Background: an optimization exercise with open tools, aiming at small area, a short achievable clock period and few clock cycles per item. Do not read the settings as production practice. In this exercise RTL edits were held to simulation tests only and were not proved equivalent to the original.

## the previous run
// ifft8_stream
module ifft8_stream #(
    parameter int DW = fft_pkg::FFT_DW,
    parameter int TW = fft_pkg::FFT_TW
) (
    input  logic                 clk,
    input  logic                 rst,
    input  logic                 in_valid,
    output logic                 in_ready,
    input  logic signed [DW-1:0] in_re,
    input  logic signed [DW-1:0] in_im,
    output logic                 out_valid,
    input  logic                 out_ready,
    output logic signed [DW-1:0] out_re,
    output logic signed [DW-1:0] out_im,
    output logic                 out_last,
    output logic                 busy
);
    function automatic logic [15:0] hs(input logic [17:0] s);
        if (s[17] != s[16]) hs = s[17] ? 16'h8000 : 16'h7fff;
        else                hs = s[16:1];
    endfunction
    function automatic logic [63:0] csa(input logic [31:0] a, input logic [31:0] b,
                                        input logic [31:0] c);
        csa = {a ^ b ^ c, ((a & b) | (a & c) | (b & c)) << 1};
    endfunction
    function automatic logic [16:0] kmul(input logic [17:0] v, input logic [31:0] k);
        logic [31:0] x, s1, c1, s2, c2, s3, c3, s4, c4, s5, c5, t;
        x = {{14{v[17]}}, v};
        {s1, c1} = csa(x << 13, x << 11, x << 10);
        {s2, c2} = csa(x << 8, x << 6, x);
        {s3, c3} = csa(s1, c1, s2);
        {s4, c4} = csa(s3, c3, c2);
        {s5, c5} = csa(s4, c4, k);
        t = s5 + c5;
        kmul = t[30:14];
    endfunction
    logic [31:0] inq;
    logic        v_q, in_ready_q, busy_q;
    logic [31:0] d0, d1, d2, d3;       
    logic [2:0]  fp;                   
    logic [2:0]  r;                    
  ...
Settings: LEC_CHECK=0, CAP_MARGIN=20, CORE_MARGIN=2, CORE_UTILIZATION=40, SLEW_MARGIN=20; clock period 14.0 ns.
run.sh (not shown) runs the stock make flow with config.mk's settings and CLKGATE_MAP_FILE= SYNTH_SCRIPT=/design/flow/synth_recipe.tcl, a recipe that flattens the netlist after the stock synthesis.
Testbench counts of the previous run, summed over its fixed seeds: cycles 4,216, frames 512.
Modified inputs, the current run compared to the previous run
-- flow/design.v --
<<< the previous run, line 88
        csa = {a ^ b ^ c, ((a & b) | (a & c) | (b & c)) << 1};
    endfunction
    function automatic logic [16:0] kmul(input logic [17:0] v, input logic [31:0] k);
        logic [31:0] x, s1, c1, s2, c2, s3, c3, s4, c4, s5, c5, t;
        x = {{14{v[17]}}, v};
>>> the current run, line 88
        csa = {a ^ b ^ c, ((a & b) | (a & c) | (b & c)) << 1};
    endfunction
    function automatic logic [16:0] kmul(input logic [17:0] v);
        logic [31:0] x, s1, c1, s2, c2, s3, c3, s4, c4, s5, c5, t;
        x = {{14{v[17]}}, v};
<<< the previous run, line 95
        {s3, c3} = csa(s1, c1, s2);
        {s4, c4} = csa(s3, c3, c2);
        {s5, c5} = csa(s4, c4, k);
        t = s5 + c5;
        kmul = t[30:14];
>>> the current run, line 95
        {s3, c3} = csa(s1, c1, s2);
        {s4, c4} = csa(s3, c3, c2);
        {s5, c5} = csa(s4, c4, 32'd8192);
        t = s5 + c5;
        kmul = t[30:14];
<<< the previous run, line 114
    logic [17:0] pu;
    logic [16:0] pv;
    logic        pmul, pt3, pP;
    logic [16:0] mu, mv;
    logic        pM;
>>> the current run, line 114
    logic [17:0] pu;
    logic [16:0] pv;
    logic        pmul, pP;
    logic [16:0] mu, mv;
    logic        pM;
<<< the previous run, line 128
    assign fill    = ~fp[2];
    assign step    = ~skid_valid;
    assign inq     = {in_re, in_im};
    assign v_q     = in_valid;
    assign consume = step & v_q;
    assign drain   = step & ~v_q & fill & (r != 3'd0);
>>> the current run, line 128
    assign fill    = ~fp[2];
    assign step    = ~skid_valid;
    assign consume = step & v_q;
    assign drain   = step & ~v_q & fill & (r != 3'd0);
<<< the previous run, line 163
    logic        b_w, t1, t2, t3;
    logic [17:0] re18, im18, ua, ub;
    logic [16:0] re17, im17, va, vb;
    logic [18:0] usum;
    logic [17:0] vsum;
    always_comb begin
        b_w  = posP[0];
>>> the current run, line 161
    logic        b_w, t1, t2, t3;
    logic [17:0] re18, im18, ua, ub;
    logic [1:0]  uc;
    logic [16:0] re17, im17, va, vb;
    always_comb begin
        b_w  = posP[0];
<<< the previous run, line 177
        ua   = t3 ? ~re18 : (t2 ? 18'd0 : re18);
        ub   = (t1 | t2 | t3) ? ~im18 : 18'd0;
        va   = t2 | t1 | t3 ? re17 : im17;
        vb   = t1 ? im17 : (t3 ? ~im17 : 17'd0);
        usum = {ua, 1'b1} + {ub, t1 | t2 | t3};
        vsum = {va, 1'b1} + {vb, t3};
    end
    logic [17:0] s2_sr, s2_dr, s2_si, s2_di;
>>> the current run, line 174
        ua   = t3 ? ~re18 : (t2 ? 18'd0 : re18);
        ub   = (t1 | t2 | t3) ? ~im18 : 18'd0;
        uc   = t3 ? 2'd2 : ((t1 | t2) ? 2'd1 : 2'd0);
        va   = t2 | t1 | t3 ? re17 : im17;
        vb   = t1 ? im17 : (t3 ? ~im17 : 17'd0);
    end
    logic [17:0] s2_sr, s2_dr, s2_si, s2_di;
<<< the previous run, line 208
        push = step & ov;
    end
    logic take_ok, skid_valid_d;
    always_comb begin
        take_ok      = ~ovalid | out_ready;
        skid_valid_d = take_ok ? 1'b0 : (skid_valid | push);
    end
    always_ff @(posedge clk) begin
        if (consume) begin
            d3 <= d2; d2 <= d1; d1 <= d0;
>>> the current run, line 204
        push = step & ov;
    end
    logic take_ok, accept, v_q_d, skid_valid_d, in_ready_d;
    always_comb begin
        take_ok      = ~ovalid | out_ready;
        accept       = in_valid & in_ready_q;
        v_q_d        = accept | (v_q & ~consume);
        skid_valid_d = take_ok ? 1'b0 : (skid_valid | push);
        in_ready_d   = ~(v_q_d & skid_valid_d);
    end
    always_ff @(posedge clk) begin
        if (accept) inq <= {in_re, in_im};
        if (consume) begin
            d3 <= d2; d2 <= d1; d1 <= d0;
<<< the previous run, line 225
            p0   <= s0_out;
            p1   <= pos1[1] ? s1x : e1;
            pu   <= usum[18:1];
            pv   <= vsum[17:1];
            pmul <= t1 | t3;
            pt3  <= t3;
            mu   <= pmul ? kmul(pu, pt3 ? 32'd19777 : 32'd8192) : pu[16:0];
            mv   <= pmul ? kmul({pv[16], pv}, 32'd8192) : pv;
            sr2 <= sr1; sr1 <= sr0; sr0 <= tw;
        end
>>> the current run, line 225
            p0   <= s0_out;
            p1   <= pos1[1] ? s1x : e1;
            pu   <= ua + ub + {16'd0, uc};
            pv   <= va + vb + {16'd0, t3};
            pmul <= t1 | t3;
            mu   <= pmul ? kmul(pu) : pu[16:0];
            mv   <= pmul ? kmul({pv[16], pv}) : pv;
            sr2 <= sr1; sr1 <= sr0; sr0 <= tw;
        end
<<< the previous run, line 241
    always_ff @(posedge clk or posedge rst) begin
        if (rst) begin
            in_ready_q <= 1'b1; busy_q <= 1'b0;
            fp <= '0; r <= '0; pv0 <= 1'b0;
            te0 <= 1'b0; te1 <= 1'b0; pos1 <= '0; pv1 <= 1'b0;
>>> the current run, line 240
    always_ff @(posedge clk or posedge rst) begin
        if (rst) begin
            v_q <= 1'b0; in_ready_q <= 1'b1; busy_q <= 1'b0;
            fp <= '0; r <= '0; pv0 <= 1'b0;
            te0 <= 1'b0; te1 <= 1'b0; pos1 <= '0; pv1 <= 1'b0;
<<< the previous run, line 251
            ovalid <= 1'b0; skid_valid <= 1'b0;
        end else begin
            in_ready_q <= ~skid_valid_d;
            busy_q     <= skid_valid_d;
            skid_valid <= skid_valid_d;
            if (take_ok) ovalid <= skid_valid | push;
>>> the current run, line 250
            ovalid <= 1'b0; skid_valid <= 1'b0;
        end else begin
            v_q        <= v_q_d;
            in_ready_q <= in_ready_d;
            busy_q     <= ~in_ready_d;
            skid_valid <= skid_valid_d;
            if (take_ok) ovalid <= skid_valid | push;
Notes after the runs:
Status: number of multi-input logic gates parity (the current run, the previous run). Between the current run and the previous run, it is the current run whose post-synthesis to final-layout area growth is higher, by 0.61 points. [the current run] number of optimization iterations in the first detailed-route pass rose 1 relative to the previous run. In the current run relative to the previous run, via count of the first global-routing pass had gone up slightly. Synthesized area delta for the current run relative to the previous run: 2.2% higher. For the pre-CTS setup slack, the current run came in 680 ps higher than the previous run did. Going from the previous run to the current run, the flip-flop and latch share of the layout cell area was found to have gone up by 1.2 points. Compared to the previous run, the routing of the current run uses more wire. Summary of the current run over the previous run: final worst-path cycle share saw a decrease. Against the previous run, sequential cell count in the current run rose by a few percent. Worst hold slack ended up 3.7 ps lower on the current run than on the previous run.
Testbench counts of the current run, summed over its fixed seeds: cycles 4,224, frames 512.

[what the ideal ports hide]
No port has a modelled driver above. Below, the same layouts with a new extraction and two added sets of constraints. Step 1, drivers: a clkbuf_16 drives clk and a buf_2 each remaining input, both assumed. Step 2, shift: input delay + t, output delay - t, t = (earliest + latest rising clock arrival at the registers) / 2. This alone moves slack from input paths to output paths. Slacks: ideal / step 1 / step 2; pairs: ideal / step 1.
run	t, ns	setup slack, ns	clock arrival spread, ns
the previous run	0.702	8.406 / 8.406 / 7.928	0.023 / 0.023
the current run	0.689	8.650 / 8.650 / 8.650	0.035 / 0.035
After both steps setup and hold are still met in every run listed. For the previous run, which loses most, drivers alone change the setup slack by 0.000 ns; drivers and shift together by -0.478 ns.
